Source: an optimization exercise on an open RTL-to-GDS flow (aim: small area). Production flows keep margins and buffers that such runs may drop.
No functional check of the RTL was part of any run shown here.
No activity file was given, so power comes from the tool's default toggle rates.

===== design/flow/constraint.sdc =====
create_clock -name core_clock -period 12.0 [get_ports {clk_i}]
set_input_delay 2.4000 -clock core_clock [delete_from_list [all_inputs] [get_ports {clk_i}]]
set_output_delay 2.4000 -clock core_clock [all_outputs]
set_load 0.01 [all_outputs]

===== design/flow/flow/pre_resize.tcl =====
# Downsize gates with timing slack (same footprint only); repair_design in
# the resize step then fixes any slew or capacitance this leaves.
estimate_parasitics -placement
set_dont_use $::env(DONT_USE_CELLS)
report_design_area
repair_timing -recover_power 100 -match_cell_footprint -verbose
report_design_area
report_wns

===== design/flow/design.v =====
package rv64_isa_pkg;
  typedef logic [63:0] xlen_t;
  typedef logic [31:0] inst_t;
  typedef logic [4:0]  reg_addr_t;
  typedef logic [6:0]  opcode_t;
  typedef logic [2:0]  funct3_t;
  typedef logic [6:0]  funct7_t;
  typedef logic [2:0]  imm_fmt_t;
  localparam opcode_t OP_IMM    = 7'b0010011;
  localparam opcode_t OP_IMM_32 = 7'b0011011;
  localparam opcode_t LOAD      = 7'b0000011;
  localparam opcode_t STORE     = 7'b0100011;
  localparam opcode_t LUI       = 7'b0110111;
  localparam opcode_t AUIPC     = 7'b0010111;
  localparam opcode_t OP        = 7'b0110011;
  localparam opcode_t OP_32     = 7'b0111011;
  localparam opcode_t JAL       = 7'b1101111;
  localparam opcode_t JALR      = 7'b1100111;
  localparam opcode_t BRANCH    = 7'b1100011;
  localparam funct7_t F7_BASE = 7'b0000000;
  localparam funct7_t F7_ALT  = 7'b0100000;
  localparam funct3_t F3_ADD_SUB = 3'b000;
  localparam funct3_t F3_SLL     = 3'b001;
  localparam funct3_t F3_SLT     = 3'b010;
  localparam funct3_t F3_SLTU    = 3'b011;
  localparam funct3_t F3_XOR     = 3'b100;
  localparam funct3_t F3_SRL_SRA = 3'b101;
  localparam funct3_t F3_OR      = 3'b110;
  localparam funct3_t F3_AND     = 3'b111;
  localparam funct3_t F3_BEQ  = 3'b000;
  localparam funct3_t F3_BNE  = 3'b001;
  localparam funct3_t F3_BLT  = 3'b100;
  localparam funct3_t F3_BGE  = 3'b101;
  localparam funct3_t F3_BLTU = 3'b110;
  localparam funct3_t F3_BGEU = 3'b111;
  localparam imm_fmt_t IMM_NONE = 3'd0;
  localparam imm_fmt_t IMM_I    = 3'd1;
  localparam imm_fmt_t IMM_U    = 3'd2;
  localparam imm_fmt_t IMM_J    = 3'd3;
  localparam imm_fmt_t IMM_B    = 3'd4;
  localparam imm_fmt_t IMM_S    = 3'd5;
endpackage
package exec_ctrl_pkg;
  typedef logic [7:0] alu_op_t;
  typedef logic [2:0] alu_sel_t;
  typedef logic [7:0] mem_mask_t;
  typedef logic [1:0] fwd_sel_t;
  typedef logic [1:0] redir_kind_t;
  localparam alu_op_t ALU_NONE = 8'd0;
  localparam alu_op_t ALU_OR   = 8'd1;
  localparam alu_op_t ALU_XOR  = 8'd2;
  localparam alu_op_t ALU_AND  = 8'd3;
  localparam alu_op_t ALU_SLL  = 8'd4;
  localparam alu_op_t ALU_SRL  = 8'd5;
  localparam alu_op_t ALU_ADD  = 8'd6;
  localparam alu_op_t ALU_SUB  = 8'd7;
  localparam alu_op_t ALU_SRA  = 8'd8;
  localparam alu_op_t ALU_SLT  = 8'd9;
  localparam alu_op_t ALU_SLTU = 8'd10;
  localparam alu_op_t ALU_SRLW = 8'd11;
  localparam alu_op_t ALU_SUBW = 8'd12;
  localparam alu_op_t ALU_ADDW = 8'd13;
  localparam alu_op_t ALU_SLLW = 8'd14;
  localparam alu_op_t ALU_SRAW = 8'd15;
  localparam alu_sel_t SEL_NONE    = 3'd0;
  localparam alu_sel_t SEL_LOGIC   = 3'd1;
  localparam alu_sel_t SEL_SHIFT   = 3'd2;
  localparam alu_sel_t SEL_COMPARE = 3'd3;
  localparam alu_sel_t SEL_ARITH   = 3'd4;
  localparam mem_mask_t MASK_BYTE   = 8'h01;
  localparam mem_mask_t MASK_HALF   = 8'h03;
  localparam mem_mask_t MASK_WORD   = 8'h0f;
  localparam mem_mask_t MASK_DOUBLE = 8'hff;
  localparam fwd_sel_t FWD_REGFILE = 2'd0;
  localparam fwd_sel_t FWD_EX      = 2'd1;
  localparam fwd_sel_t FWD_WB      = 2'd2;
  localparam fwd_sel_t FWD_MEM     = 2'd3;
  localparam redir_kind_t REDIR_NONE   = 2'd0;
  localparam redir_kind_t REDIR_SEQ    = 2'd1;
  localparam redir_kind_t REDIR_JALR   = 2'd2;
  localparam redir_kind_t REDIR_TARGET = 2'd3;
endpackage
`timescale 1ns/100ps
module inst_decoder
(
  input  rv64_isa_pkg::inst_t     inst_i,
  output rv64_isa_pkg::reg_addr_t rs1_addr_o,
  output rv64_isa_pkg::reg_addr_t rs2_addr_o,
  output logic      rs1_en_o,
  output logic      rs2_en_o,
  output logic      is_jalr_o,
  output logic      is_branch_o
);
  rv64_isa_pkg::opcode_t opcode;
  logic i_cls, r_cls, b_cls, s_cls, jalr;
  assign opcode = inst_i[6:0];
  assign i_cls = (opcode == rv64_isa_pkg::OP_IMM) || (opcode == rv64_isa_pkg::OP_IMM_32) ||
                 (opcode == rv64_isa_pkg::LOAD);
  assign r_cls = (opcode == rv64_isa_pkg::OP) || (opcode == rv64_isa_pkg::OP_32);
  assign b_cls = (opcode == rv64_isa_pkg::BRANCH);
  assign s_cls = (opcode == rv64_isa_pkg::STORE);
  assign jalr  = (opcode == rv64_isa_pkg::JALR);
  assign rs1_en_o = i_cls || r_cls || b_cls || s_cls || jalr;
  assign rs2_en_o = r_cls || b_cls || s_cls;
  assign rs1_addr_o = rs1_en_o ? inst_i[19:15] : '0;
  assign rs2_addr_o = rs2_en_o ? inst_i[24:20] : '0;
  assign is_jalr_o   = jalr;
  assign is_branch_o = b_cls;
endmodule
`timescale 1ns/100ps
module ao21_bit
(
  input  logic a, b, c,
  output logic y
);
  assign y = (a & b) | c;
endmodule
module ao221_bit
(
  input  logic a, b, c, d, e,
  output logic y
);
  assign y = (a & b) | (c & d) | e;
endmodule
module imm_gen
(
  input  logic [31:7]          ir_i,
  input  rv64_isa_pkg::xlen_t  rs2_val_i,
  input  logic                 i_fmt_i,
  input  logic                 u_fmt_i,
  input  logic                 s_fmt_i,
  input  logic                 rs2_sel_i,
  input  logic                 link_i,
  output rv64_isa_pkg::xlen_t  op2_o
);
  logic is_fmt, sgn, sgn_is;
  assign is_fmt = i_fmt_i || s_fmt_i;
  assign sgn    = (is_fmt || u_fmt_i) && ir_i[31];
  assign sgn_is = is_fmt && ir_i[31];
  for (genvar i = 32; i < 64; i++) begin : g_hi
    ao21_bit u (.a (rs2_sel_i), .b (rs2_val_i[i]), .c (sgn), .y (op2_o[i]));
  end
  for (genvar i = 12; i < 32; i++) begin : g_mid
    ao221_bit u (.a (rs2_sel_i), .b (rs2_val_i[i]), .c (u_fmt_i), .d (ir_i[i]), .e (sgn_is),
                 .y (op2_o[i]));
  end
  always_comb begin
    op2_o[11]   = (rs2_sel_i && rs2_val_i[11]) || sgn_is;
    op2_o[10:5] = ({6{rs2_sel_i}} & rs2_val_i[10:5]) | ({6{is_fmt}} & ir_i[30:25]);
    op2_o[4:0]  = ({5{rs2_sel_i}} & rs2_val_i[4:0]) | ({5{i_fmt_i}} & ir_i[24:20]) |
                  ({5{s_fmt_i}} & ir_i[11:7]) | {2'b0, link_i, 2'b0};
  end
endmodule
`timescale 1ns/100ps
module fwd_bit
(
  input  logic a, b, c, d, e,
  input  logic sa, sb, sc, sd, se,
  output logic y
);
  assign y = (sa & a) | (sb & b) | (sc & c) | (sd & d) | (se & e);
endmodule
module operand_forward
(
  input  rv64_isa_pkg::xlen_t    regfile_data_i,
  input  rv64_isa_pkg::xlen_t    ex_data_i,
  input  rv64_isa_pkg::xlen_t    mem_data_i,
  input  rv64_isa_pkg::xlen_t    wb_data_i,
  input  rv64_isa_pkg::xlen_t    load_data_i,
  input  exec_ctrl_pkg::fwd_sel_t fwd_sel_i,
  input  logic     load_fwd_i,
  output rv64_isa_pkg::xlen_t    operand_o
);
  logic s_ld, s_rf, s_ex, s_wb, s_mem;
  assign s_ld  = load_fwd_i;
  assign s_rf  = !load_fwd_i && (fwd_sel_i == exec_ctrl_pkg::FWD_REGFILE);
  assign s_ex  = !load_fwd_i && (fwd_sel_i == exec_ctrl_pkg::FWD_EX);
  assign s_wb  = !load_fwd_i && (fwd_sel_i == exec_ctrl_pkg::FWD_WB);
  assign s_mem = !load_fwd_i && (fwd_sel_i == exec_ctrl_pkg::FWD_MEM);
  for (genvar i = 0; i < 64; i++) begin : g_bit
    fwd_bit u_bit (
      .a (load_data_i[i]), .b (regfile_data_i[i]), .c (ex_data_i[i]),
      .d (wb_data_i[i]),   .e (mem_data_i[i]),
      .sa (s_ld), .sb (s_rf), .sc (s_ex), .sd (s_wb), .se (s_mem),
      .y (operand_o[i])
    );
  end
endmodule
`timescale 1ns/100ps
module cmp4
(
  input  logic [3:0] a, b,
  output logic en, ln
);
  logic [3:0] e, l;
  assign e  = ~(a ^ b);
  assign l  = ~a & b;
  assign en = !(&e);
  assign ln = !(l[3] | (e[3] & l[2]) | (e[3] & e[2] & l[1]) | (e[3] & e[2] & e[1] & l[0]));
endmodule
module cmp_node_n
(
  input  logic eh, lh, el, ll,
  output logic en, ln
);
  assign en = !(eh && el);
  assign ln = !(lh || (eh && ll));
endmodule
module cmp_node_p
(
  input  logic ehn, lhn, eln, lln,
  output logic e, l
);
  assign e = !(ehn || eln);
  assign l = !(lhn && (ehn || lln));
endmodule
module cmp64
(
  input  rv64_isa_pkg::xlen_t a_i,
  input  rv64_isa_pkg::xlen_t b_i,
  output logic eq_n_o,
  output logic ltu_n_o
);
  logic [15:0] e2, l2;
  logic [7:0]  e3, l3;
  logic [3:0]  e4, l4;
  logic [1:0]  e5, l5;
  for (genvar i = 0; i < 16; i++) begin : g_l2
    cmp4 u (.a (a_i[4*i+3:4*i]), .b (b_i[4*i+3:4*i]), .en (e2[i]), .ln (l2[i]));
  end
  for (genvar i = 0; i < 8; i++) begin : g_l3
    cmp_node_p u (.ehn (e2[2*i+1]), .lhn (l2[2*i+1]), .eln (e2[2*i]), .lln (l2[2*i]), .e (e3[i]), .l (l3[i]));
  end
  for (genvar i = 0; i < 4; i++) begin : g_l4
    cmp_node_n u (.eh (e3[2*i+1]), .lh (l3[2*i+1]), .el (e3[2*i]), .ll (l3[2*i]), .en (e4[i]), .ln (l4[i]));
  end
  for (genvar i = 0; i < 2; i++) begin : g_l5
    cmp_node_p u (.ehn (e4[2*i+1]), .lhn (l4[2*i+1]), .eln (e4[2*i]), .lln (l4[2*i]), .e (e5[i]), .l (l5[i]));
  end
  cmp_node_n u_l6 (.eh (e5[1]), .lh (l5[1]), .el (e5[0]), .ll (l5[0]), .en (eq_n_o), .ln (ltu_n_o));
endmodule
module amux_bit
(
  input  logic j, r, g, p,
  output logic y
);
  assign y = (j & r) | (g & p);
endmodule
module ahi_bit
(
  input  logic j, r, g, p, s,
  output logic a, ax
);
  assign a  = (j & r) | (g & p);
  assign ax = a ^ s;
endmodule
module shi_bit
(
  input  logic a, bp, l,
  output logic y
);
  assign y = a ^ (bp & l);
endmodule
module add_lo
(
  input  logic [12:0] a_i,
  input  logic [12:0] b_i,
  output logic [12:0] s_o,
  output logic        c_o
);
  logic [12:0] p, g;
  logic [13:0] c;
  logic [2:0]  bg, bpp;
  assign p = a_i ^ b_i;
  assign g = a_i & b_i;
  for (genvar k = 0; k < 3; k++) begin : g_blk
    assign bg[k]  = g[4*k+3] | (p[4*k+3] & g[4*k+2]) | (p[4*k+3] & p[4*k+2] & g[4*k+1]) |
                    (p[4*k+3] & p[4*k+2] & p[4*k+1] & g[4*k]);
    assign bpp[k] = &p[4*k+3:4*k];
  end
  assign c[0]  = 1'b0;
  assign c[4]  = bg[0];
  assign c[8]  = bg[1] | (bpp[1] & bg[0]);
  assign c[12] = bg[2] | (bpp[2] & bg[1]) | (bpp[2] & bpp[1] & bg[0]);
  assign c[13] = g[12] | (p[12] & c[12]);
  for (genvar i = 0; i < 13; i++) begin : g_sum
    if (i % 4 != 0) begin : g_rip
      assign c[i] = g[i-1] | (p[i-1] & c[i-1]);
    end
    assign s_o[i] = p[i] ^ c[i];
  end
  assign c_o = c[13];
endmodule
module branch_resolve
(
  input  rv64_isa_pkg::xlen_t   pc_i,
  input  rv64_isa_pkg::xlen_t   rs1_val_i,
  input  rv64_isa_pkg::xlen_t   rs2_val_i,
  input  rv64_isa_pkg::inst_t   inst_i,
  input  logic    is_branch_i,
  input  logic    is_jalr_i,
  input  logic    predict_taken_i,
  output logic    redirect_o,
  output rv64_isa_pkg::xlen_t   redirect_pc_o
);
  rv64_isa_pkg::funct3_t f3;
  logic eq_n, ltu_n, lt, cmp, taken, go_pc, go_seq, go_tgt, j, s, c13, cx;
  logic [12:0] a_lo, b_lo, s_lo;
  logic [50:0] a_hi, ax_hi, l_hi, s_hi;
  logic [6:0]  grp, bp;
  assign f3 = inst_i[14:12];
  cmp64 u_cmp (.a_i (rs1_val_i), .b_i (rs2_val_i), .eq_n_o (eq_n), .ltu_n_o (ltu_n));
  assign lt    = !ltu_n ^ (!f3[1] && (rs1_val_i[63] ^ rs2_val_i[63]));
  assign cmp   = f3[2] ? lt : !eq_n;
  assign taken = is_branch_i && (f3[2] || !f3[1]) && (cmp ^ f3[0]);
  assign j          = is_jalr_i;
  assign redirect_o = j || (predict_taken_i ^ taken);
  assign go_pc      = !j && (predict_taken_i ^ taken);
  assign go_seq     = go_pc && predict_taken_i;
  assign go_tgt     = go_pc && !predict_taken_i;
  assign b_lo = ({13{j}} & {inst_i[31], inst_i[31:20]}) |
                ({13{go_tgt}} & {inst_i[31], inst_i[7], inst_i[30:25], inst_i[11:8], 1'b0}) |
                {10'b0, go_seq, 2'b0};
  assign s = (j || go_tgt) && inst_i[31];
  for (genvar i = 0; i < 13; i++) begin : g_alo
    amux_bit u (.j (j), .r (rs1_val_i[i]), .g (go_pc), .p (pc_i[i]), .y (a_lo[i]));
  end
  add_lo u_add_lo (.a_i (a_lo), .b_i (b_lo), .s_o (s_lo), .c_o (c13));
  for (genvar i = 0; i < 51; i++) begin : g_ahi
    ahi_bit u (.j (j), .r (rs1_val_i[13+i]), .g (go_pc), .p (pc_i[13+i]), .s (s),
               .a (a_hi[i]), .ax (ax_hi[i]));
  end
  for (genvar i = 0; i < 51; i++) begin : g_lhi
    if (i % 8 == 0) begin : g_first
      assign l_hi[i] = 1'b1;
    end else begin : g_next
      assign l_hi[i] = l_hi[i-1] & ax_hi[i-1];
    end
  end
  for (genvar k = 0; k < 7; k++) begin : g_grp
    if (k < 6) begin : g_full
      assign grp[k] = l_hi[8*k+7] & ax_hi[8*k+7];
    end else begin : g_last
      assign grp[k] = 1'b0;
    end
  end
  assign cx = c13 ^ s;
  assign bp[0] = cx;
  for (genvar k = 1; k < 7; k++) begin : g_bp
    assign bp[k] = bp[k-1] & grp[k-1];
  end
  for (genvar i = 0; i < 51; i++) begin : g_shi
    shi_bit u (.a (a_hi[i]), .bp (bp[i/8]), .l (l_hi[i]), .y (s_hi[i]));
  end
  assign redirect_pc_o = {s_hi, s_lo[12:1], s_lo[0] && !j};
endmodule
`timescale 1ns/100ps
module and_bit
(
  input  logic a, b,
  output logic y
);
  assign y = a & b;
endmodule
module ao22_bit
(
  input  logic a, b, c, d,
  output logic y
);
  assign y = (a & b) | (c & d);
endmodule
module alu_dec
(
  input  logic [31:2]              ir_i,
  input  logic                     ok_i,
  output exec_ctrl_pkg::alu_op_t   alu_op_o,
  output exec_ctrl_pkg::alu_sel_t  alu_sel_o
);
  logic [4:0] o;
  logic [2:0] f;
  logic f7z, base, a64, a32, sub, sra, addc, lui;
  logic f000, f001, f010, f011, f100, f101, f110, f111;
  logic c_logic, c_shift, c_cmp, c_arith;
  logic [3:0] alu;
  assign o = ir_i[6:2];
  assign f = ir_i[14:12];
  assign f7z  = !ir_i[31] && !(|ir_i[29:25]);
  assign base = ok_i && !o[4] && o[2] && !o[0] && (!o[3] || f7z);
  assign a64  = base && !o[1];
  assign a32  = base && o[1];
  assign sub  = o[3] && ir_i[30];
  assign sra  = ir_i[30];
  assign addc = ok_i && ((o == 5'b00000) || (o == 5'b01000) || (o == 5'b00101) ||
                         (o == 5'b11011) || (o == 5'b11001));
  assign lui  = ok_i && (o == 5'b01101);
  assign f000 = (f == 3'b000);
  assign f001 = (f == 3'b001);
  assign f010 = (f == 3'b010);
  assign f011 = (f == 3'b011);
  assign f100 = (f == 3'b100);
  assign f101 = (f == 3'b101);
  assign f110 = (f == 3'b110);
  assign f111 = (f == 3'b111);
  assign alu[0] = (a64 && ((f000 && sub) || f010 || (f101 && !sra) || f110 || f111)) ||
                  (a32 && ((f000 && !sub) || f101)) || lui;
  assign alu[1] = (a64 && (f000 || f011 || f100 || f111)) || (a32 && (f001 || f101)) || addc;
  assign alu[2] = (a64 && (f000 || f001 || (f101 && !sra))) ||
                  (a32 && (f000 || f001 || (f101 && sra))) || addc;
  assign alu[3] = (a64 && (f010 || f011 || (f101 && sra))) || (a32 && (f000 || f001 || f101));
  assign alu_op_o = {4'b0, alu};
  assign c_logic = (a64 && (f100 || f110 || f111)) || lui;
  assign c_shift = (a64 || a32) && (f001 || f101);
  assign c_cmp   = a64 && (f010 || f011);
  assign c_arith = ((a64 || a32) && f000) || addc;
  assign alu_sel_o = {c_arith, c_shift || c_cmp, c_logic || c_cmp};
endmodule
module ex_operand_latch
(
  input  rv64_isa_pkg::xlen_t     pc_q,
  input  rv64_isa_pkg::xlen_t     rs1_q,
  input  rv64_isa_pkg::xlen_t     rs2_q,
  input  logic [31:2]             ir_q,
  input  logic                    ok_q,
  output exec_ctrl_pkg::alu_op_t   ex_alu_op_o,
  output exec_ctrl_pkg::alu_sel_t  ex_alu_sel_o,
  output rv64_isa_pkg::xlen_t     ex_rs1_data_o,
  output rv64_isa_pkg::xlen_t     ex_rs2_data_o,
  output rv64_isa_pkg::reg_addr_t ex_wb_addr_o,
  output logic      ex_wb_en_o,
  output logic      ex_mem_r_en_o,
  output logic      ex_mem_w_en_o,
  output exec_ctrl_pkg::mem_mask_t ex_mem_mask_o,
  output logic      ex_mem_signed_o,
  output rv64_isa_pkg::xlen_t     ex_store_data_o
);
  logic [4:0] op;
  logic [2:0] f3;
  logic op_imm, op_imm32, load, store, lui, auipc, op_r, op_r32, jal, jalr;
  logic i_cls, u_cls, r_cls;
  assign op = ir_q[6:2];
  assign f3 = ir_q[14:12];
  assign op_imm   = ok_q && (op == 5'b00100);
  assign op_imm32 = ok_q && (op == 5'b00110);
  assign load     = ok_q && (op == 5'b00000);
  assign store    = ok_q && (op == 5'b01000);
  assign lui      = ok_q && (op == 5'b01101);
  assign auipc    = ok_q && (op == 5'b00101);
  assign op_r     = ok_q && (op == 5'b01100);
  assign op_r32   = ok_q && (op == 5'b01110);
  assign jal      = ok_q && (op == 5'b11011);
  assign jalr     = ok_q && (op == 5'b11001);
  assign i_cls   = op_imm || op_imm32 || load;
  assign u_cls   = lui || auipc;
  assign r_cls   = op_r || op_r32;
  alu_dec i_alu_dec (.ir_i (ir_q), .ok_i (ok_q), .alu_op_o (ex_alu_op_o), .alu_sel_o (ex_alu_sel_o));
  assign ex_wb_en_o    = i_cls || u_cls || r_cls || jal || jalr;
  assign ex_mem_r_en_o = load;
  assign ex_mem_w_en_o = store;
  assign ex_wb_addr_o    = ex_wb_en_o ? ir_q[11:7] : 5'b0;
  assign ex_mem_signed_o = !(load && f3[2]);
  always_comb begin
    ex_mem_mask_o = '0;
    if (load || store) begin
      case (f3[1:0])
        2'b00: ex_mem_mask_o = exec_ctrl_pkg::MASK_BYTE;
        2'b01: ex_mem_mask_o = exec_ctrl_pkg::MASK_HALF;
        2'b10: ex_mem_mask_o = exec_ctrl_pkg::MASK_WORD;
        2'b11: ex_mem_mask_o = exec_ctrl_pkg::MASK_DOUBLE;
      endcase
    end
  end
  logic st_b, st_h, st_w, st_d;
  assign st_b = store;
  assign st_h = store && (f3[1:0] != 2'b00);
  assign st_w = store && f3[1];
  assign st_d = store && (f3[1:0] == 2'b11);
  for (genvar i = 0; i < 64; i++) begin : g_st
    and_bit u (.a ((i < 8) ? st_b : (i < 16) ? st_h : (i < 32) ? st_w : st_d), .b (rs2_q[i]),
               .y (ex_store_data_o[i]));
  end
  logic op1_rs1, op1_pc;
  assign op1_rs1 = i_cls || r_cls || store || (ok_q && op == 5'b11000);
  assign op1_pc  = jal || jalr || auipc;
  for (genvar i = 0; i < 64; i++) begin : g_op1
    ao22_bit u (.a (op1_rs1), .b (rs1_q[i]), .c (op1_pc), .d (pc_q[i]), .y (ex_rs1_data_o[i]));
  end
  imm_gen i_imm_gen (
    .ir_i      (ir_q[31:7]),
    .rs2_val_i (rs2_q),
    .i_fmt_i   (i_cls),
    .u_fmt_i   (u_cls),
    .s_fmt_i   (store),
    .rs2_sel_i (r_cls || (ok_q && op == 5'b11000)),
    .link_i    (jal || jalr),
    .op2_o     (ex_rs2_data_o)
  );
endmodule
`timescale 1ns/100ps
module decode_stage
(
  input  logic      clk_i,
  input  logic      reset_i,
  input  rv64_isa_pkg::xlen_t     pc_i,
  input  rv64_isa_pkg::inst_t     inst_i,
  input  logic      predict_taken_i,
  input  rv64_isa_pkg::xlen_t     rs1_data_i,
  input  rv64_isa_pkg::xlen_t     rs2_data_i,
  input  rv64_isa_pkg::xlen_t     ex_data_i,
  input  rv64_isa_pkg::xlen_t     mem_data_i,
  input  rv64_isa_pkg::xlen_t     wb_data_i,
  input  rv64_isa_pkg::xlen_t     load_data_i,
  input  exec_ctrl_pkg::fwd_sel_t  rs1_fwd_sel_i,
  input  exec_ctrl_pkg::fwd_sel_t  rs2_fwd_sel_i,
  input  logic      rs1_load_fwd_i,
  input  logic      rs2_load_fwd_i,
  output rv64_isa_pkg::reg_addr_t rs1_addr_o,
  output rv64_isa_pkg::reg_addr_t rs2_addr_o,
  output logic      rs1_r_en_o,
  output logic      rs2_r_en_o,
  output logic      redirect_o,
  output rv64_isa_pkg::xlen_t     redirect_pc_o,
  output exec_ctrl_pkg::alu_op_t   ex_alu_op_o,
  output exec_ctrl_pkg::alu_sel_t  ex_alu_sel_o,
  output rv64_isa_pkg::xlen_t     ex_rs1_data_o,
  output rv64_isa_pkg::xlen_t     ex_rs2_data_o,
  output rv64_isa_pkg::xlen_t     ex_pc_o,
  output rv64_isa_pkg::reg_addr_t ex_wb_addr_o,
  output logic      ex_wb_en_o,
  output logic      ex_mem_r_en_o,
  output logic      ex_mem_w_en_o,
  output exec_ctrl_pkg::mem_mask_t ex_mem_mask_o,
  output logic      ex_mem_signed_o,
  output rv64_isa_pkg::xlen_t     ex_store_data_o
);
  rv64_isa_pkg::xlen_t rs1_val, rs2_val;
  logic is_jalr, is_branch;
  rv64_isa_pkg::xlen_t pc_q, rs1_q, rs2_q;
  logic [31:2] ir_q;
  logic        ok_q;
  always_ff @(posedge clk_i) begin
    pc_q  <= pc_i;
    rs1_q <= rs1_val;
    rs2_q <= rs2_val;
    ir_q  <= inst_i[31:2];
  end
  always_ff @(posedge clk_i) begin
    ok_q <= !reset_i && inst_i[1] && inst_i[0];
  end
  assign ex_pc_o = pc_q;
  inst_decoder i_inst_decoder (
    .inst_i,
    .rs1_addr_o, .rs2_addr_o,
    .rs1_en_o    (rs1_r_en_o), .rs2_en_o (rs2_r_en_o),
    .is_jalr_o   (is_jalr),    .is_branch_o (is_branch)
  );
  operand_forward i_rs1_forward (
    .regfile_data_i (rs1_data_i),
    .ex_data_i, .mem_data_i, .wb_data_i, .load_data_i,
    .fwd_sel_i      (rs1_fwd_sel_i),
    .load_fwd_i     (rs1_load_fwd_i),
    .operand_o      (rs1_val)
  );
  operand_forward i_rs2_forward (
    .regfile_data_i (rs2_data_i),
    .ex_data_i, .mem_data_i, .wb_data_i, .load_data_i,
    .fwd_sel_i      (rs2_fwd_sel_i),
    .load_fwd_i     (rs2_load_fwd_i),
    .operand_o      (rs2_val)
  );
  branch_resolve i_branch_resolve (
    .pc_i,
    .rs1_val_i   (rs1_val),   .rs2_val_i   (rs2_val),
    .inst_i,
    .is_branch_i (is_branch), .is_jalr_i (is_jalr),
    .predict_taken_i,
    .redirect_o,
    .redirect_pc_o
  );
  ex_operand_latch i_ex_operand_latch (
    .pc_q, .rs1_q, .rs2_q, .ir_q, .ok_q,
    .ex_alu_op_o, .ex_alu_sel_o, .ex_rs1_data_o, .ex_rs2_data_o,
    .ex_wb_addr_o, .ex_wb_en_o, .ex_mem_r_en_o, .ex_mem_w_en_o,
    .ex_mem_mask_o, .ex_mem_signed_o, .ex_store_data_o
  );
endmodule

===== design/flow/standard.sh =====
#!/bin/bash
# synth_recipe.tcl (not shown) runs the flow's synth.tcl, then flattens the netlist and writes it again
# the make line also repeats each setting of config.mk as NAME=value (left out here)
make -C /OpenROAD-flow-scripts/flow DESIGN_CONFIG=/design/flow/config.mk WORK_HOME=/design/flow/orfs CLKGATE_MAP_FILE= SYNTH_SCRIPT=/design/flow/synth_recipe.tcl "${@:-finish}"

===== design/flow/flow/run.sh =====
#!/bin/bash
# Standard layout (the standard.sh, standard synthesis unchanged) with:
#  - port buffers made from the smallest buffer cell,
#  - a clock tree of smaller clock buffers without dummy loads,
#  - gates off the critical paths downsized after global placement, before
#    the standard repair_design of the resize step.
set -e -o pipefail
export BUFFER_PORTS_ARGS="-buffer_cell sky130_fd_sc_hd__buf_1"
export CTS_ARGS="-sink_clustering_enable -repair_clock_nets -dont_use_dummy_load -buf_list {sky130_fd_sc_hd__clkbuf_4 sky130_fd_sc_hd__clkbuf_8}"
export GPL_KEEP_OVERFLOW=0
export PRE_RESIZE_TCL=$PWD/flow/pre_resize.tcl
bash standard.sh > standard.log 2>&1

===== design/flow/config.mk =====
export PLATFORM = sky130hd
export DESIGN_NAME = decode_stage
export DESIGN_NICKNAME = decode_stage
export VERILOG_FILES = /design/flow/design.v
export SDC_FILE = /design/flow/constraint.sdc
export NUM_CORES = 4
export LEC_CHECK = 0
export CAP_MARGIN = 20
export CORE_AREA = 5 5 295 295
export DIE_AREA = 0 0 300 300
export SLEW_MARGIN = 20
export SYNTH_HIERARCHICAL = 1
export SYNTH_MINIMUM_KEEP_SIZE = 0

==> run notes, run 1 <==
The largest stage delay on the critical path came out at 0.62 ns. The final period demand of the worst path is roughly 12 ns. The total DRC errors in the routed layout is 0. The initial antenna violation count is just over 50. The clock tree from TritonCTS is yes. The final HPWL from detailed placement is 88800 um. Of the total power, registers draw 40.7%. Row generation in the floorplan step produced approximately 110 rows.

For this design the static power due to leakage is 0.00860 uW. The number of global-route vias before repair came out at about 19000. The maximum level of the CTS H-tree came out at 2.

Cells with a size suffix above 1 make up a little under a tenth of the layout. The y dimension of the die is ~300 um. The tree is rooted in a sky130_fd_sc_hd__clkbuf_8. The layout-stage area growth over the synthesis result is 50.3%.

The global-route usage over all layers came out at 22.4%. The first-pass GRT wire length is approximately 140000 um. The number of violations reported at the end of detailed-routing iteration 0 came out at a little under 3000. Entering global routing, the biggest net connects 39 pins. The number of warnings printed during yosys synthesis is 9.

The switching share of power came out at a little over a third. The global placement routability congestion is 0.926. From left edge to right edge, the die measures 300 um. The worst hold-check slack is between 1.5 and 2 ns. The worst setup slack before clock tree synthesis came out at -1.80 ns. The proportion of power drawn by combinational gates is roughly a quarter. Across all layers, the routed design uses approximately 19000 vias. The number of endpoints failing setup at the final stage is 0. The peak supply drop is 0.0705 mV. The die covers 0.0900 sq mm.

The launching element type of the critical path is an input pin. The maximum fanout count along the critical path is 24. The power per standard cell area came out at approximately 100 mW/mm^2. The number of buffers and inverters on the critical path came out at 11. The final cell count without fillers came out at 3647. The most numerous cell type found on the critical path is sky130_fd_sc_hd__buf_4. Dividing the detail-routed via count by the number of cells gives a little over 5. The run finished with no timing, DRC or antenna violations. The port buffer count came out at 845. The CTS buffer count is 46. The worst slew slack as a fraction of its limit is 29.9%. The kind of capture point of the worst setup path is a primary output. The internal power came out at ~1400 uW. The total number of clock tree sinks came out at ~220.

After synthesis, the mean cell area works out to roughly 9.0 sq um. The worst setup path is of the input pin to primary output kind. The final layout net count came out at 3115.

The final critical-path setup slack is ~0.33 ns. The cell area reported after detailed placement is 0.0194 sq mm. The arrival time of the worst setup path came out at roughly 9 ns. Data on the critical path is required at its endpoint by 9.60 ns. The initial core utilization is about 17%. Broken down by cell family, the worst path's largest delay share belongs to simple AND/OR/NAND/NOR gates. The actual transition at the worst max-transition pin came out at 1.04 ns. The post-synth design cell area came out at ~0.014 sq mm. The number of cells in the design after placement is 3522. The final instance area came out at ~0.021 sq mm. After clock tree synthesis, the clock-pin slew on the worst setup and hold paths is roughly 0.060 ns. The post-detailed-route wirelength per cell came out at 29.6 um. The count of antenna-violating nets left after detailed routing is 0. In the finished design, the share of the clock period the worst path needs comes to between 90% and 100%. The overflow left after global routing came out at 0. The hold violation count in the final report is 0. The top-level I/O count came out at 850. The number of pins with negative max-slew slack in the final report was 0. The clock group share of total power came out at between 30% and 40%. The cell at the slowest stage of the critical path is sky130_fd_sc_hd__or4_1. The maximum clock rate is 0.0857 GHz.

The class of the most critical hold timing path is input pin to flop. The number of iterations in the first detailed-routing pass is 10. After technology mapping, the gate count stands at 1555. In this run the power spent charging and discharging nets is 756 uW.

The number of max-cap violations came out at 0. Measured on the finished design, the core utilization comes to between 20 and 30%. The worst-case clock buffer depth is 3. The final wirelength came out at around 110000 um. The core outline area is roughly 0.084 sq mm.
==> metal layers <==
layer	GRT usage (%)	vias to the layer above	share of wire, %
met1	26.4	8916	37
met3	7.62	284	12
li1	-	8062	-
met4	9.87	26	4.7
met5	0	-	0.17
met2	37.0	1508	46
==> through the flow <==
stage          setup TNS [ns]  total power [uW]
2_1_floorplan               0              1100
3_3_place_gp          -467.09              1370
3_5_place_dp           -83.00              1390
4_1_cts                     0              2110
5_1_grt              -0.00171              2210
6_report                    0              2110
==> flip-flops by register name (all words and copies together) (netlist names) <==
register / cells
rs1_q: 64
ok_q: 1
ir_q: 30
rs2_q: 64
pc_q: 64
==> final timing paths <==
| check | end | slack [ns] | cells past startpoint | from |
|---|---|---|---|---|
| worst max-delay path | redirect_pc_o[38] | 0.33 | 35 | rs1_load_fwd_i |
| worst min-delay path | ir_q[11] | 1.87 | 1 | inst_i[11] |
==> cell usage in the layout, fill, tap and decap left out, types with 6 or more instances in the layout <==
cell type and count:
sky130_fd_sc_hd__buf_1 835, sky130_fd_sc_hd__nand2_1 223, sky130_fd_sc_hd__dfxtp_1 223, sky130_fd_sc_hd__a22o_1 135, sky130_fd_sc_hd__a222oi_1 132, sky130_fd_sc_hd__a22oi_1 127
sky130_fd_sc_hd__inv_1 93, sky130_fd_sc_hd__and2_1 76, sky130_fd_sc_hd__ha_1 73, sky130_fd_sc_hd__xnor2_1 54, sky130_fd_sc_hd__xor2_1 52, sky130_fd_sc_hd__clkbuf_8 46
sky130_fd_sc_hd__a21oi_1 41, sky130_fd_sc_hd__buf_4 41, sky130_fd_sc_hd__a21o_1 36, sky130_fd_sc_hd__diode_2 28, sky130_fd_sc_hd__nor2_1 28, sky130_fd_sc_hd__a221o_1 20
sky130_fd_sc_hd__nand4_1 18, sky130_fd_sc_hd__buf_12 18, sky130_fd_sc_hd__buf_6 17, sky130_fd_sc_hd__o21a_1 16, sky130_fd_sc_hd__and3_1 15, sky130_fd_sc_hd__buf_8 15
sky130_fd_sc_hd__nor2b_1 14, sky130_fd_sc_hd__and2_0 14, sky130_fd_sc_hd__conb_1 11, sky130_fd_sc_hd__buf_16 11, sky130_fd_sc_hd__a21oi_4 8, sky130_fd_sc_hd__fa_1 8
sky130_fd_sc_hd__o21ai_0 6, sky130_fd_sc_hd__nand2_2 6
==> repair_timing <==
item / 4_1_cts / 5_1_grt
resized for setup: 50 / 53
endpoints found under the setup margin: 59 / 54
hold buffers: 0 / 0
pin swaps: 12 / 33
setup buffers: 19 / 27
cloned: 3 / 2
==> final cells by class <==
cell class	count	area (sq um)
multi-input cells	1229	9530
diodes	28	70.1
flip-flops and latches	223	4460
fillers	9303	62500
inverters	94	353
clock buffers	46	633
repair buffers	947	4660
well taps	1080	1350
==> power groups by stage <==
| stage | Sequential [uW] | Combinational [uW] | Clock (uW) |
|---|---|---|---|
| floorplan | 847 | 252 | 0 |
| global placement | 873 | 494 | 0 |
| detailed placement | 872 | 516 | 0 |
| CTS | 858 | 536 | 716 |
| global route | 864 | 610 | 739 |
| finish | 860 | 565 | 689 |
==> run 2: changes to the inputs <==
--- a/design/flow/flow/run.sh
+++ b/design/flow/flow/run.sh
@@ -6,7 +6,6 @@
 #    the standard repair_design of the resize step.
 set -e -o pipefail
 export BUFFER_PORTS_ARGS="-buffer_cell sky130_fd_sc_hd__buf_1"
-export CTS_ARGS="-sink_clustering_enable -repair_clock_nets -dont_use_dummy_load -buf_list {sky130_fd_sc_hd__clkbuf_4 sky130_fd_sc_hd__clkbuf_8}"
-export GPL_KEEP_OVERFLOW=0
+export CTS_ARGS="-sink_clustering_enable -repair_clock_nets -dont_use_dummy_load -sink_clustering_size 16 -sink_clustering_max_diameter 60 -buf_list {sky130_fd_sc_hd__clkbuf_4 sky130_fd_sc_hd__clkbuf_8}"
 export PRE_RESIZE_TCL=$PWD/flow/pre_resize.tcl
 bash standard.sh > standard.log 2>&1
==> run 2 against run 1 <==
  * Via count up 1.7%
  * Still clean on timing, DRC and antenna
  * Non-clock buffer count up 107
  * Highest routed layer unchanged
  * First-iteration DRC count down 15%
  * Cell count up 2.5%
  * Utilization up 0.27 points
  * Worst setup slack worse by 0.054 ns
==> run notes, run 2 <==
The largest stage delay on the critical path came out at 0.50 ns. The number of endpoints failing setup at the final stage is 0. The post-synth design cell area is about 0.014 sq mm. The initial antenna violation count came out at 43. The worst hold path begins at inst_i[27].

The number of cells in the design after placement came out at ~3600. The overflow left after global routing is 0. Leaving out fill and tap cells, the most frequent cells in the layout are sky130_fd_sc_hd__buf_1, sky130_fd_sc_hd__nand2_1, sky130_fd_sc_hd__dfxtp_1. STA puts the critical path data required time at 9.60 ns.

The peak supply drop is about 0.07 mV. The via density per instance came out at ~5. The actual transition at the worst max-transition pin is around 1.1 ns. The number of iterations in the first detailed-routing pass is 10. The number of pins with negative max-slew slack in the final report came out at 0.

The clock-pin slew of the registers on the worst-case setup and hold paths came out at roughly 0.08 ns. The share of layout cells above drive strength 1 came out at a little over a tenth. The end of the worst hold path is ir_q[27]. The top-level I/O count came out at 850.

The flow ran to the end and the layout has no timing, DRC or antenna violations. The CTS buffer count is 38. The largest registers in the layout are pc_q: 64 flops, rs1_q: 64 flops, rs2_q: 64 flops. The number of core rows is between 100 and 150. The final layout contains routed wiring with a total length of approximately 110000 um. The hold violation count in the final report came out at 0. The number of buffers inserted for hold repair after clock tree synthesis came out at 0.

The commonest non-fill, non-tap cell in the layout is sky130_fd_sc_hd__buf_1. The number of global-route vias before repair is approximately 19000. TritonCTS built the clock tree. Global routing consumed, over all layers together, between 20 and 25% of the routing resources. The clock tree synthesis step divided the H-tree into 2 levels. STA classifies the critical path endpoint as a primary output.

The total number of clock tree sinks came out at around 220. The number of cells on the worst hold path came out at 1. The critical path's most frequent cell is sky130_fd_sc_hd__buf_4. In the routed design, unresolved DRC markers number 0.

The final cell count without fillers came out at approximately 3700. The static leakage power came out at between 0.008 and 0.009 uW. The core outline area is ~0.084 sq mm.

The share of the core filled with cells in the final layout is between 20% and 30%. Routability-driven placement finished with a final weighted congestion of roughly 0.93. Entering global routing, the biggest net connects 42 pins. The power per standard cell area is 96.9 mW/mm^2. The worst hold path belongs to the class input pin to flop. The port buffer count came out at ~850. The maximum fanout count along the critical path came out at 7. The number of fill cells came out at 9383. Dividing the final minimum period by the clock period gives a little over nine tenths.

During synthesis, Yosys emitted a total of 9 warnings. The arrival time of the worst setup path is between 9 and 10 ns. The routed design could run at a clock period as short as 11.73 ns. Synthesis produced approximately 1600 cells. The floorplan step defined a die boundary enclosing approximately 0.090 sq mm. The y dimension of the die came out at ~300 um. The horizontal extent of the die is ~300 um.

The count of antenna-violating nets left after detailed routing came out at 0. The synthesized area divided by synthesized cell count came out at 9.01 sq um. The worst-case clock buffer depth came out at 3.

The layout-stage area growth over the synthesis result came out at 51.9%. Dividing the detail-routed wire length by the instance count gives around 29 um. The first-pass GRT wire length is between 100000 and 150000 um.

For this run, the top clock speed supported by timing is ~0.085 GHz. The final layout contains 3212 nets. The number of max-cap violations is 0. The setup path with the least slack is of type input pin to primary output. The final HPWL from detailed placement is ~90000 um. The worst slew slack as a fraction of its limit is roughly 29%.

The number of violations reported at the end of detailed-routing iteration 0 is 2522. Summing over every cut layer, the via total after detailed routing is between 15000 and 20000. The worst setup path is launched from an input pin. For this design, the slowest cell found on the critical path is sky130_fd_sc_hd__a22oi_1. The cell sitting at the root of the clock tree is a sky130_fd_sc_hd__clkbuf_8.

The initial core utilization came out at between 10% and 20%.
==> run 2: worst max-delay path, delay by kind of cell <==
kind | cells | cell delay (ns)
AOI/OAI and AO/OA | 9 | 1.80
xor gates and xnor gates | 1 | 0.19
and+or+nand+nor | 11 | 1.98
muxes | 1 | 0.29
adders and majority gates | 3 | 0.66
buffers and inverters | 14 | 1.99
==> run 2: layer usage <==
metal  track usage, %  vias up  routed length (um)
li1                 -     8267                   -
met1             26.8     9287               42200
met2             37.7     1326               51400
met3             6.45      222               11700
met4             8.10       18                4270
met5                0        -                 130
==> run 2: how the worst max path moves through the flow <==
stage / startpoint / to / slack (ns) / cells after the start
floorplan: rs1_fwd_sel_i[0] / redirect_pc_o[53] / 0.04 / 30
CTS: rs2_load_fwd_i / redirect_pc_o[38] / 0.002 / 32
detailed placement: rs1_fwd_sel_i[1] / redirect_pc_o[38] / -0.49 / 33
finish: rs1_fwd_sel_i[0] / redirect_pc_o[59] / 0.27 / 39
global route: rs1_load_fwd_i / redirect_pc_o[59] / -0.03 / 39
global placement: rs1_fwd_sel_i[1] / redirect_pc_o[38] / -0.48 / 33
==> run 2: what timing repair did <==
action / in CTS / in global routing
resized for setup: 11 / 39
buffers inserted: 4 / 28
endpoints found under the hold margin: 0 / 0
setup endpoints to repair: 52 / 53
gates cloned: 0 / 6
pin swaps: 2 / 31
==> run 2: area by class of cell <==
class                   count  area, sq um  area share (%)
multi-input cells        1227         9280            43.6
clock buffers              38          523            2.46
well taps                1080         1350            6.35
repair buffers           1054         5260            24.7
inverters                  94          353            1.66
diodes                     21         52.6           0.247
flip-flops and latches    223         4460            21.0
==> run 2: per-stage QoR <==
| stage | TNS (ns) | setup WS (ns) | power [uW] | hold WS (ns) | instance area (sq um) |
|---|---|---|---|---|---|
| after floorplan | 0 | 0.0409 | 1100 | 2.43 | 14100 |
| after global placement | -9.94 | -0.476 | 1440 | 2.53 | 20200 |
| after detailed placement | -10.78 | -0.492 | 1430 | 2.53 | 20100 |
| after CTS | 0 | 0.00205 | 2060 | 1.84 | 20700 |
| after global routing | -0.0348 | -0.0342 | 2160 | 1.85 | 21300 |
| final | 0 | 0.273 | 2060 | 1.91 | 21300 |
==> run 2: power breakdown <==
part | internal, uW | switching [uW]
combinational | 240 | 352
clock | 278 | 335
sequential | 805 | 52.2
total | 1320 | 738
==> run 3: changes to the inputs <==
--- a/design/flow/design.v
+++ b/design/flow/design.v
@@ -160,6 +160,18 @@
 );
   assign y = (sa & a) | (sb & b) | (sc & c) | (sd & d) | (se & e);
 endmodule
+module fwd_sel
+(
+  input  exec_ctrl_pkg::fwd_sel_t fwd_sel_i,
+  input  logic load_fwd_i,
+  output logic s_ld_o, s_rf_o, s_ex_o, s_wb_o, s_mem_o
+);
+  assign s_ld_o  = load_fwd_i;
+  assign s_rf_o  = !load_fwd_i && (fwd_sel_i == exec_ctrl_pkg::FWD_REGFILE);
+  assign s_ex_o  = !load_fwd_i && (fwd_sel_i == exec_ctrl_pkg::FWD_EX);
+  assign s_wb_o  = !load_fwd_i && (fwd_sel_i == exec_ctrl_pkg::FWD_WB);
+  assign s_mem_o = !load_fwd_i && (fwd_sel_i == exec_ctrl_pkg::FWD_MEM);
+endmodule
 module operand_forward
 (
   input  rv64_isa_pkg::xlen_t    regfile_data_i,
@@ -171,19 +183,20 @@
   input  logic     load_fwd_i,
   output rv64_isa_pkg::xlen_t    operand_o
 );
-  logic s_ld, s_rf, s_ex, s_wb, s_mem;
-  assign s_ld  = load_fwd_i;
-  assign s_rf  = !load_fwd_i && (fwd_sel_i == exec_ctrl_pkg::FWD_REGFILE);
-  assign s_ex  = !load_fwd_i && (fwd_sel_i == exec_ctrl_pkg::FWD_EX);
-  assign s_wb  = !load_fwd_i && (fwd_sel_i == exec_ctrl_pkg::FWD_WB);
-  assign s_mem = !load_fwd_i && (fwd_sel_i == exec_ctrl_pkg::FWD_MEM);
-  for (genvar i = 0; i < 64; i++) begin : g_bit
-    fwd_bit u_bit (
-      .a (load_data_i[i]), .b (regfile_data_i[i]), .c (ex_data_i[i]),
-      .d (wb_data_i[i]),   .e (mem_data_i[i]),
-      .sa (s_ld), .sb (s_rf), .sc (s_ex), .sd (s_wb), .se (s_mem),
-      .y (operand_o[i])
+  for (genvar k = 0; k < 4; k++) begin : g_slice
+    logic s_ld, s_rf, s_ex, s_wb, s_mem;
+    fwd_sel u_sel (
+      .fwd_sel_i, .load_fwd_i,
+      .s_ld_o (s_ld), .s_rf_o (s_rf), .s_ex_o (s_ex), .s_wb_o (s_wb), .s_mem_o (s_mem)
     );
+    for (genvar i = 16*k; i < 16*k+16; i++) begin : g_bit
+      fwd_bit u_bit (
+        .a (load_data_i[i]), .b (regfile_data_i[i]), .c (ex_data_i[i]),
+        .d (wb_data_i[i]),   .e (mem_data_i[i]),
+        .sa (s_ld), .sb (s_rf), .sc (s_ex), .sd (s_wb), .se (s_mem),
+        .y (operand_o[i])
+      );
+    end
   end
 endmodule
 `timescale 1ns/100ps
==> design/flow/flow/run.sh (replaced) <==
#!/bin/bash
# Standard layout (the standard.sh, standard synthesis unchanged) with:
#  - port buffers made from the smallest buffer cell,
#  - a clock tree of smaller clock buffers without dummy loads,
#  - gates off the critical paths downsized after global placement, before
#    the standard repair_design of the resize step.
set -e -o pipefail
export BUFFER_PORTS_ARGS="-buffer_cell sky130_fd_sc_hd__buf_1"
export CTS_ARGS="-sink_clustering_enable -repair_clock_nets -dont_use_dummy_load -buf_list {sky130_fd_sc_hd__clkbuf_4 sky130_fd_sc_hd__clkbuf_8}"
export GPL_KEEP_OVERFLOW=0
export PRE_RESIZE_TCL=$PWD/flow/pre_resize.tcl
bash standard.sh > standard.log 2>&1
==> run 3 against run 2 <==
  * Global-route usage decreased by 0.44 points
  * Worst hold slack got worse by 0.0059 ns
  * Cell count decreased by 2.4%
  * Largest cell class unchanged
  * Still clean on timing, DRC and antenna
  * Critical endpoint is now redirect_pc_o[55]
  * Area after synthesis increased by 1.7%
==> run notes, run 3 <==
The class of the most critical hold timing path is input pin to flop. The number of max-cap violations came out at 0. The root buffer cell chosen for the clock tree is sky130_fd_sc_hd__clkbuf_8.

For this run, the top clock speed supported by timing is roughly 0.085 GHz. The maximum level of the CTS H-tree came out at 2. The number of endpoints failing setup at the final stage is 0. The filler cells instantiated in the layout total 9246. The post-route fraction of the period consumed by the critical path came out at between 90% and 100%. The hold violation count in the final report came out at 0.

The core outline area came out at ~0.084 sq mm. The port buffer count came out at about 850. Global routing used between 20% and 30% of the available tracks across all layers. The maximum fanout count along the critical path is 14. The worst-case clock buffer depth came out at 3. Relative to the synthesized area, the layout overhead comes to 48.1%. The number of warnings printed during yosys synthesis came out at 9. The CTS buffer count came out at 49.

The final wirelength is 106000 um. The library cells used most frequently in the layout, excluding fill and tap cells, are sky130_fd_sc_hd__buf_1, sky130_fd_sc_hd__dfxtp_1, sky130_fd_sc_hd__nand2_1. The critical path's most frequent cell is sky130_fd_sc_hd__o21ai_2. The kind of cell adding the most delay to the critical path is compound AO/OA/AOI/OAI gates. Dividing total power by cell area gives a power density of approximately 100 mW/mm^2. At the worst endpoint, the required time is between 9 and 10 ns.

The initial core utilization is between 10% and 20%. The cell area reported after detailed placement came out at 0.0196 sq mm. For the worst setup path, the data arrival time is 9.33 ns. The horizontal extent of the die is approximately 300 um. The first global-routing pass estimated ~140000 um of wire. The startpoint of the tightest hold check path is inst_i[27]. The most critical setup path has its startpoint at rs2_load_fwd_i.

The largest registers in the layout are pc_q: 64 flops, rs1_q: 64 flops, rs2_q: 64 flops. The tightest hold path in the finished design has a slack of around 1.9 ns. The total number of clock tree sinks came out at approximately 220. The launching element type of the critical path is an input pin. The worst setup path is captured at a primary output. The gate count after technology mapping came out at ~1600.

The overflow left after global routing is 0. The number of core rows came out at roughly 110. At the pin with the least slew margin, the transition time is ~0.98 ns. The top-level I/O count came out at 850. The largest net degree at the start of global routing came out at between 40 and 50.

The static leakage power came out at roughly 0.0086 uW. The via total after detailed routing is between 15000 and 20000. Overall power consumption after layout is estimated at 2140 uW. The clock-pin slew of the registers on the worst-case setup and hold paths is 0.06 ns. Dividing the detail-routed wire length by the instance count gives 29.1 um. The number of pins with negative max-slew slack in the final report is 0. The total negative slack came out at 0 ns. The share of layout cells above drive strength 1 came out at under 10%. The post-synth design cell area is 0.0142 sq mm.

The initial antenna violation count came out at 29. The number of buffers and inverters on the critical path came out at 9. The via density per instance is 5.17. Leaving out fill and tap cells, the most frequent cell in the layout is sky130_fd_sc_hd__buf_1. The slowest stage of the critical path belongs to the cell sky130_fd_sc_hd__or3_4. The peak supply drop is between 0.06 and 0.07 mV. The die covers roughly 0.090 sq mm.

The final instance area is 0.0211 sq mm. The number of global-route vias before repair came to 18400. The run finished with no timing, DRC or antenna violations. The final HPWL from detailed placement came out at between 80000 and 90000 um. The number of violations reported at the end of detailed-routing iteration 0 came out at between 2000 and 3000. On the worst path, the slowest cell contributes a delay of approximately 0.42 ns. TritonCTS built the clock tree. Headroom to the max-slew limit came out at between 30% and 40%. In this run the vertical extent of the chip is roughly 300 um. The total DRC errors in the routed layout came out at 0.

The final period demand of the worst path came out at 11.73 ns. The synthesized area divided by synthesized cell count came out at ~9.0 sq um. The count of antenna-violating nets left after detailed routing came out at 0.

Setup repair after global routing left no endpoint under its margin. The number of iterations in the first detailed-routing pass came out at 13. The final layout net count is approximately 3100. The global placement routability congestion is 0.964. The critical path is of the input pin to primary output type.
==> run 3: per-stage QoR <==
step / setup slack [ns] / util [%] / instances
floorplan: 0.155 / - / 1596
global placement: -8.84 / 22.3 / 3493
detailed placement: -2.62 / 23.5 / 3552
CTS: 0.0294 / 24.7 / 3613
global route: 0.00966 / 25.2 / 3636
finish: 0.270 / 25.3 / 3648
==> run 3: per-layer routing <==
metal	vias to the layer above	wire length, um	share of wire (%)	GRT usage [%]
met3	203	10500	9.9	5.83
met5	-	85	0.080	0
met4	12	3950	3.7	7.67
met2	1377	48700	46	35.8
li1	8126	-	-	-
met1	9141	42800	40	27.6
==> run 3: report_power, final <==
part / leakage, uW / internal, uW / switching (uW)
sequential: 0.00188 / 806 / 53.1
clock: 0.000352 / 356 / 364
combinational: 0.00636 / 210 / 347
total: 0.00860 / 1370 / 763
==> run 3: worst paths after layout <==
path                  depth (start not counted)  slack [ns]                 to
worst max-delay path                         36        0.27  redirect_pc_o[55]
worst min-delay path                          1        1.90           ir_q[27]
==> run 3: area by class of cell <==
cell class / instances / area [sq um] / area share (%)
inverter: 94 / 353 / 1.67
multi-input combinational: 1252 / 9790 / 46.4
clock buffer: 49 / 674 / 3.20
timing repair buffer: 930 / 4410 / 20.9
tap: 1080 / 1350 / 6.40
antenna: 20 / 50.0 / 0.237
sequential: 223 / 4460 / 21.2
==> run 3: what timing repair did <==
action                                  in CTS  in global routing
gates cloned                                 1                  3
endpoints found under the setup margin      60                 53
buffers inserted                            12                 12
gates resized for setup                     57                 46
hold buffers                                 0                  0
pin swaps                                   12                 18
==> run 4: changes to the inputs <==
--- a/design/flow/design.v
+++ b/design/flow/design.v
@@ -160,18 +160,6 @@
 );
   assign y = (sa & a) | (sb & b) | (sc & c) | (sd & d) | (se & e);
 endmodule
-module fwd_sel
-(
-  input  exec_ctrl_pkg::fwd_sel_t fwd_sel_i,
-  input  logic load_fwd_i,
-  output logic s_ld_o, s_rf_o, s_ex_o, s_wb_o, s_mem_o
-);
-  assign s_ld_o  = load_fwd_i;
-  assign s_rf_o  = !load_fwd_i && (fwd_sel_i == exec_ctrl_pkg::FWD_REGFILE);
-  assign s_ex_o  = !load_fwd_i && (fwd_sel_i == exec_ctrl_pkg::FWD_EX);
-  assign s_wb_o  = !load_fwd_i && (fwd_sel_i == exec_ctrl_pkg::FWD_WB);
-  assign s_mem_o = !load_fwd_i && (fwd_sel_i == exec_ctrl_pkg::FWD_MEM);
-endmodule
 module operand_forward
 (
   input  rv64_isa_pkg::xlen_t    regfile_data_i,
@@ -183,20 +171,19 @@
   input  logic     load_fwd_i,
   output rv64_isa_pkg::xlen_t    operand_o
 );
-  for (genvar k = 0; k < 4; k++) begin : g_slice
-    logic s_ld, s_rf, s_ex, s_wb, s_mem;
-    fwd_sel u_sel (
-      .fwd_sel_i, .load_fwd_i,
-      .s_ld_o (s_ld), .s_rf_o (s_rf), .s_ex_o (s_ex), .s_wb_o (s_wb), .s_mem_o (s_mem)
+  logic s_ld, s_rf, s_ex, s_wb, s_mem;
+  assign s_ld  = load_fwd_i;
+  assign s_rf  = !load_fwd_i && (fwd_sel_i == exec_ctrl_pkg::FWD_REGFILE);
+  assign s_ex  = !load_fwd_i && (fwd_sel_i == exec_ctrl_pkg::FWD_EX);
+  assign s_wb  = !load_fwd_i && (fwd_sel_i == exec_ctrl_pkg::FWD_WB);
+  assign s_mem = !load_fwd_i && (fwd_sel_i == exec_ctrl_pkg::FWD_MEM);
+  for (genvar i = 0; i < 64; i++) begin : g_bit
+    fwd_bit u_bit (
+      .a (load_data_i[i]), .b (regfile_data_i[i]), .c (ex_data_i[i]),
+      .d (wb_data_i[i]),   .e (mem_data_i[i]),
+      .sa (s_ld), .sb (s_rf), .sc (s_ex), .sd (s_wb), .se (s_mem),
+      .y (operand_o[i])
     );
-    for (genvar i = 16*k; i < 16*k+16; i++) begin : g_bit
-      fwd_bit u_bit (
-        .a (load_data_i[i]), .b (regfile_data_i[i]), .c (ex_data_i[i]),
-        .d (wb_data_i[i]),   .e (mem_data_i[i]),
-        .sa (s_ld), .sb (s_rf), .sc (s_ex), .sd (s_wb), .se (s_mem),
-        .y (operand_o[i])
-      );
-    end
   end
 endmodule
 `timescale 1ns/100ps
@@ -304,6 +291,13 @@
   end
   assign c_o = c[13];
 endmodule
+module rpc_bit
+(
+  input  logic en, x,
+  output logic y
+);
+  assign y = en & x;
+endmodule
 module branch_resolve
 (
   input  rv64_isa_pkg::xlen_t   pc_i,
@@ -317,7 +311,8 @@
   output rv64_isa_pkg::xlen_t   redirect_pc_o
 );
   rv64_isa_pkg::funct3_t f3;
-  logic eq_n, ltu_n, lt, cmp, taken, go_pc, go_seq, go_tgt, j, s, c13, cx;
+  logic eq_n, ltu_n, lt, cmp, taken, go_pc, jn, tgt, j, s, c13, cx;
+  rv64_isa_pkg::xlen_t sum;
   logic [12:0] a_lo, b_lo, s_lo;
   logic [50:0] a_hi, ax_hi, l_hi, s_hi;
   logic [6:0]  grp, bp;
@@ -329,18 +324,18 @@
   assign j          = is_jalr_i;
   assign redirect_o = j || (predict_taken_i ^ taken);
   assign go_pc      = !j && (predict_taken_i ^ taken);
-  assign go_seq     = go_pc && predict_taken_i;
-  assign go_tgt     = go_pc && !predict_taken_i;
+  assign jn         = !j;
+  assign tgt        = !j && !predict_taken_i;
   assign b_lo = ({13{j}} & {inst_i[31], inst_i[31:20]}) |
-                ({13{go_tgt}} & {inst_i[31], inst_i[7], inst_i[30:25], inst_i[11:8], 1'b0}) |
-                {10'b0, go_seq, 2'b0};
-  assign s = (j || go_tgt) && inst_i[31];
+                ({13{tgt}} & {inst_i[31], inst_i[7], inst_i[30:25], inst_i[11:8], 1'b0}) |
+                {10'b0, jn && predict_taken_i, 2'b0};
+  assign s = (j || tgt) && inst_i[31];
   for (genvar i = 0; i < 13; i++) begin : g_alo
-    amux_bit u (.j (j), .r (rs1_val_i[i]), .g (go_pc), .p (pc_i[i]), .y (a_lo[i]));
+    amux_bit u (.j (j), .r (rs1_val_i[i]), .g (jn), .p (pc_i[i]), .y (a_lo[i]));
   end
   add_lo u_add_lo (.a_i (a_lo), .b_i (b_lo), .s_o (s_lo), .c_o (c13));
   for (genvar i = 0; i < 51; i++) begin : g_ahi
-    ahi_bit u (.j (j), .r (rs1_val_i[13+i]), .g (go_pc), .p (pc_i[13+i]), .s (s),
+    ahi_bit u (.j (j), .r (rs1_val_i[13+i]), .g (jn), .p (pc_i[13+i]), .s (s),
                .a (a_hi[i]), .ax (ax_hi[i]));
   end
   for (genvar i = 0; i < 51; i++) begin : g_lhi
@@ -365,7 +360,10 @@
   for (genvar i = 0; i < 51; i++) begin : g_shi
     shi_bit u (.a (a_hi[i]), .bp (bp[i/8]), .l (l_hi[i]), .y (s_hi[i]));
   end
-  assign redirect_pc_o = {s_hi, s_lo[12:1], s_lo[0] && !j};
+  assign sum = {s_hi, s_lo};
+  for (genvar i = 0; i < 64; i++) begin : g_rpc
+    rpc_bit u (.en ((i == 0) ? go_pc : redirect_o), .x (sum[i]), .y (redirect_pc_o[i]));
+  end
 endmodule
 `timescale 1ns/100ps
 module and_bit
==> run 4 against run 3 <==
  * Still clean
  * Sequential share of layout area up 0.73 points
  * Cell count up 0.41%
  * Total power down 0.96%
  * Sequential cell count unchanged
  * Clock-buffer cell count down 1
  * Largest cell class unchanged
  * Highest routed layer unchanged
==> run notes, run 4 <==
TritonCTS built the clock tree. The number of warnings printed during yosys synthesis is 9. The total number of clock tree sinks is ~220.

The total net switching power came out at about 750 uW. The routed layout has 18700 vias. Static timing analysis puts the maximum clock frequency at slightly above 0.09 GHz. The gate count after technology mapping came out at 1610.

Setup repair after global routing left no endpoint under its margin. The global-route usage over all layers is 20.7%. The internal power is approximately 1400 uW. The critical path is of the input pin to primary output type. The post-detailed-route wirelength per cell came out at ~27 um. Cells with a size suffix above 1 make up around 6.3% of the layout. The first-pass GRT wire length is around 140000 um. Clock tree synthesis selected as its root buffer the cell sky130_fd_sc_hd__clkbuf_8. The area occupied by registers came out at between 0.004 and 0.005 sq mm. The port buffer count is ~850. The static leakage power came out at 0.00833 uW. The proportion of power drawn by combinational gates is around a quarter.

STA classifies the critical path endpoint as a primary output. The maximum level of the CTS H-tree came out at 2. The launching element type of the critical path is an input pin. The number of fill cells is 9338. The final HPWL from detailed placement is between 80000 and 90000 um. The share of total power dissipated in the clock network is 33.0%. The post-cts sizing count is 0. TritonCTS created between 40 and 50 clock buffers.

The peak supply drop came out at 0.0655 mV. The post-route fraction of the period consumed by the critical path is 91.7%. The overall power came out at between 2000 and 2500 uW. The initial antenna violation count is 41. In the layout the commonest cells are sky130_fd_sc_hd__buf_1, sky130_fd_sc_hd__nand2_1, sky130_fd_sc_hd__dfxtp_1. The y dimension of the die came out at 300 um. The number of iterations in the first detailed-routing pass came out at 14.

Dividing the detail-routed via count by the number of cells gives about 5.1. The number of cells on the worst hold path came out at 1. The worst slew slack as a fraction of its limit came out at between 20% and 30%. The path class of the tightest hold or removal check is input pin to flop. The number of core rows came out at approximately 110. The number of max-cap violations came out at 0. The final period demand of the worst path came out at approximately 11 ns. The maximum fanout count along the critical path is 29. The number of pins with negative max-slew slack in the final report is 0. Entering global routing, the biggest net connects 47 pins. In the final layout, the registers with the most flip-flops are pc_q: 64 flops, rs1_q: 64 flops, rs2_q: 64 flops.

The endpoint required time on the critical path came out at ~9.6 ns. After detailed routing, the number of remaining DRC violations is 0. The layout-stage area growth over the synthesis result came out at 41.3%. The clock-pin slew of the registers on the worst-case setup and hold paths is 0.07 ns. The number of endpoints failing setup at the final stage is 0. A synthesized cell averages about 9 sq um. At the end of the flow, the number of nets in the layout was 3133. The final instance area is ~0.02 sq mm. The post-synth design cell area is around 0.014 sq mm.

The final wirelength is roughly 100000 um. In this run the deepest clock path goes through 3 buffers. In this run the post-CTS setup repair buffer count came out at 0.

The number of global-route vias before repair is 18500. The library cell used most frequently in the layout, excluding fill and tap cells, is sky130_fd_sc_hd__buf_1. The count of antenna-violating nets left after detailed routing came out at 0. 850 I/O pins were placed. At the end of routability-driven placement, the weighted congestion stood at slightly above 0.9. The hold violation count in the final report is 0. The area of the die came out at ~0.090 sq mm. The area used by multi-input combinational logic came out at between 0.009 and 0.01 sq mm. Once placement finished, the instance area stood at 0.0197 sq mm. The power share of the sequential group came out at roughly 41%. The first routing iteration left ~2600 violations. The overflow left after global routing came out at 0. The number of buffers inserted for hold repair after clock tree synthesis came out at 0.

The core outline area is between 0.08 and 0.09 sq mm. The run finished with no timing, DRC or antenna violations. The horizontal extent of the die is 300 um.

The power per standard cell area is approximately 100 mW/mm^2. Once the floorplan was initialized, standard cells occupied around 17% of the core. The switching share of power is around a third. The actual transition at the worst max-transition pin is approximately 1.1 ns. The arrival time of the worst setup path is approximately 8.6 ns.
==> run 4: worst paths after layout <==
kind | start | endpoint | slack [ns]
worst min-delay path | pc_i[56] | pc_q[56] | 1.90
worst max-delay path | rs1_load_fwd_i | redirect_pc_o[61] | 1.0
==> run 4: power by group through the flow <==
stage / clock (uW) / combinational, uW / sequential [uW]
3_3_place_gp: 0 / 546 / 870
2_1_floorplan: 0 / 290 / 847
3_5_place_dp: 0 / 557 / 869
4_1_cts: 725 / 560 / 855
6_report: 699 / 561 / 856
5_1_grt: 749 / 615 / 860
==> run 4: through the flow <==
| step | setup slack (ns) | setup TNS (ns) | utilization [%] | instances | hold slack, ns |
|---|---|---|---|---|---|
| 2_1_floorplan | 0.356 | 0 | - | 1619 | 2.43 |
| 3_3_place_gp | -9.67 | -946.15 | 22.6 | 3525 | 2.52 |
| 3_5_place_dp | 1.00 | 0 | 23.5 | 3589 | 2.52 |
| 4_1_cts | 1.00 | 0 | 24.3 | 3637 | 1.81 |
| 5_1_grt | 0.703 | 0 | 24.4 | 3656 | 1.84 |
| 6_report | 0.995 | 0 | 24.4 | 3663 | 1.90 |
==> run 4: routing by layer <==
layer	vias to the layer above	GRT usage (%)	share of wire (%)
met5	-	0	0.15
met4	20	9.07	5.1
met3	287	5.81	10
met2	1424	33.8	45
met1	8860	25.4	39
li1	8131	-	-
==> run 4: worst max-delay path, stage by stage <==
cell	delay [ns]
sky130_fd_sc_hd__buf_2	0.24
sky130_fd_sc_hd__buf_12	0.23
sky130_fd_sc_hd__nor3b_2	0.70
sky130_fd_sc_hd__buf_4	0.33
sky130_fd_sc_hd__buf_4	0.24
sky130_fd_sc_hd__buf_4	0.24
sky130_fd_sc_hd__buf_4	0.23
sky130_fd_sc_hd__a222oi_1	0.11
sky130_fd_sc_hd__nand2_1	0.19
sky130_fd_sc_hd__a22o_1	0.25
sky130_fd_sc_hd__ha_1	0.26
sky130_fd_sc_hd__a211o_1	0.30
sky130_fd_sc_hd__o211ai_2	0.09
sky130_fd_sc_hd__nand3b_1	0.11
sky130_fd_sc_hd__o21ai_2	0.14
sky130_fd_sc_hd__fa_1	0.19
sky130_fd_sc_hd__inv_1	0.05
sky130_fd_sc_hd__and3b_4	0.30
sky130_fd_sc_hd__o2111ai_4	0.20
sky130_fd_sc_hd__nor4_4	0.86
sky130_fd_sc_hd__and3_1	0.36
sky130_fd_sc_hd__nand2_1	0.09
sky130_fd_sc_hd__xnor2_1	0.12
sky130_fd_sc_hd__and2_1	0.13
sky130_fd_sc_hd__buf_1	0.16
==> run 4: area by class of cell <==
class / instances / share of cell area, %
well taps: 1080 / 6.63
repair buffers: 909 / 19.3
multi-input cells: 1286 / 46.9
flip-flops and latches: 223 / 21.9
diodes: 26 / 0.319
inverters: 91 / 1.69
clock buffers: 48 / 3.24

## re-timing with driven ports
The flow's constraints put no driver on any port. The routed layouts listed below were extracted and timed again, unchanged, in two steps. Step 1: set_driving_cell puts a clkbuf_16 on clk_i and a buf_2 on each other input, an assumption about the parent block. Step 2, shift: input delay + t, output delay - t, t = (earliest + latest rising clock arrival at the registers) / 2. This alone moves slack from input paths to output paths. a / b / c = ideal / step 1 / step 2; a / b = the first two.
run	shift t [ns]	slack for setup (ns)	worst data-port slew with drivers (ns)
run 1	0.666	0.327 / 0.203 / 0.203	0.21
run 2	0.639	0.273 / 0.240 / 0.240	0.19
run 3	0.653	0.270 / 0.216 / 0.216	0.19
run 4	0.659	0.995 / 0.971 / 0.971	0.27
After both steps setup and hold are still met in every run listed. For run 1, which loses most, drivers alone change the setup slack by -0.124 ns; drivers and shift together by -0.124 ns.
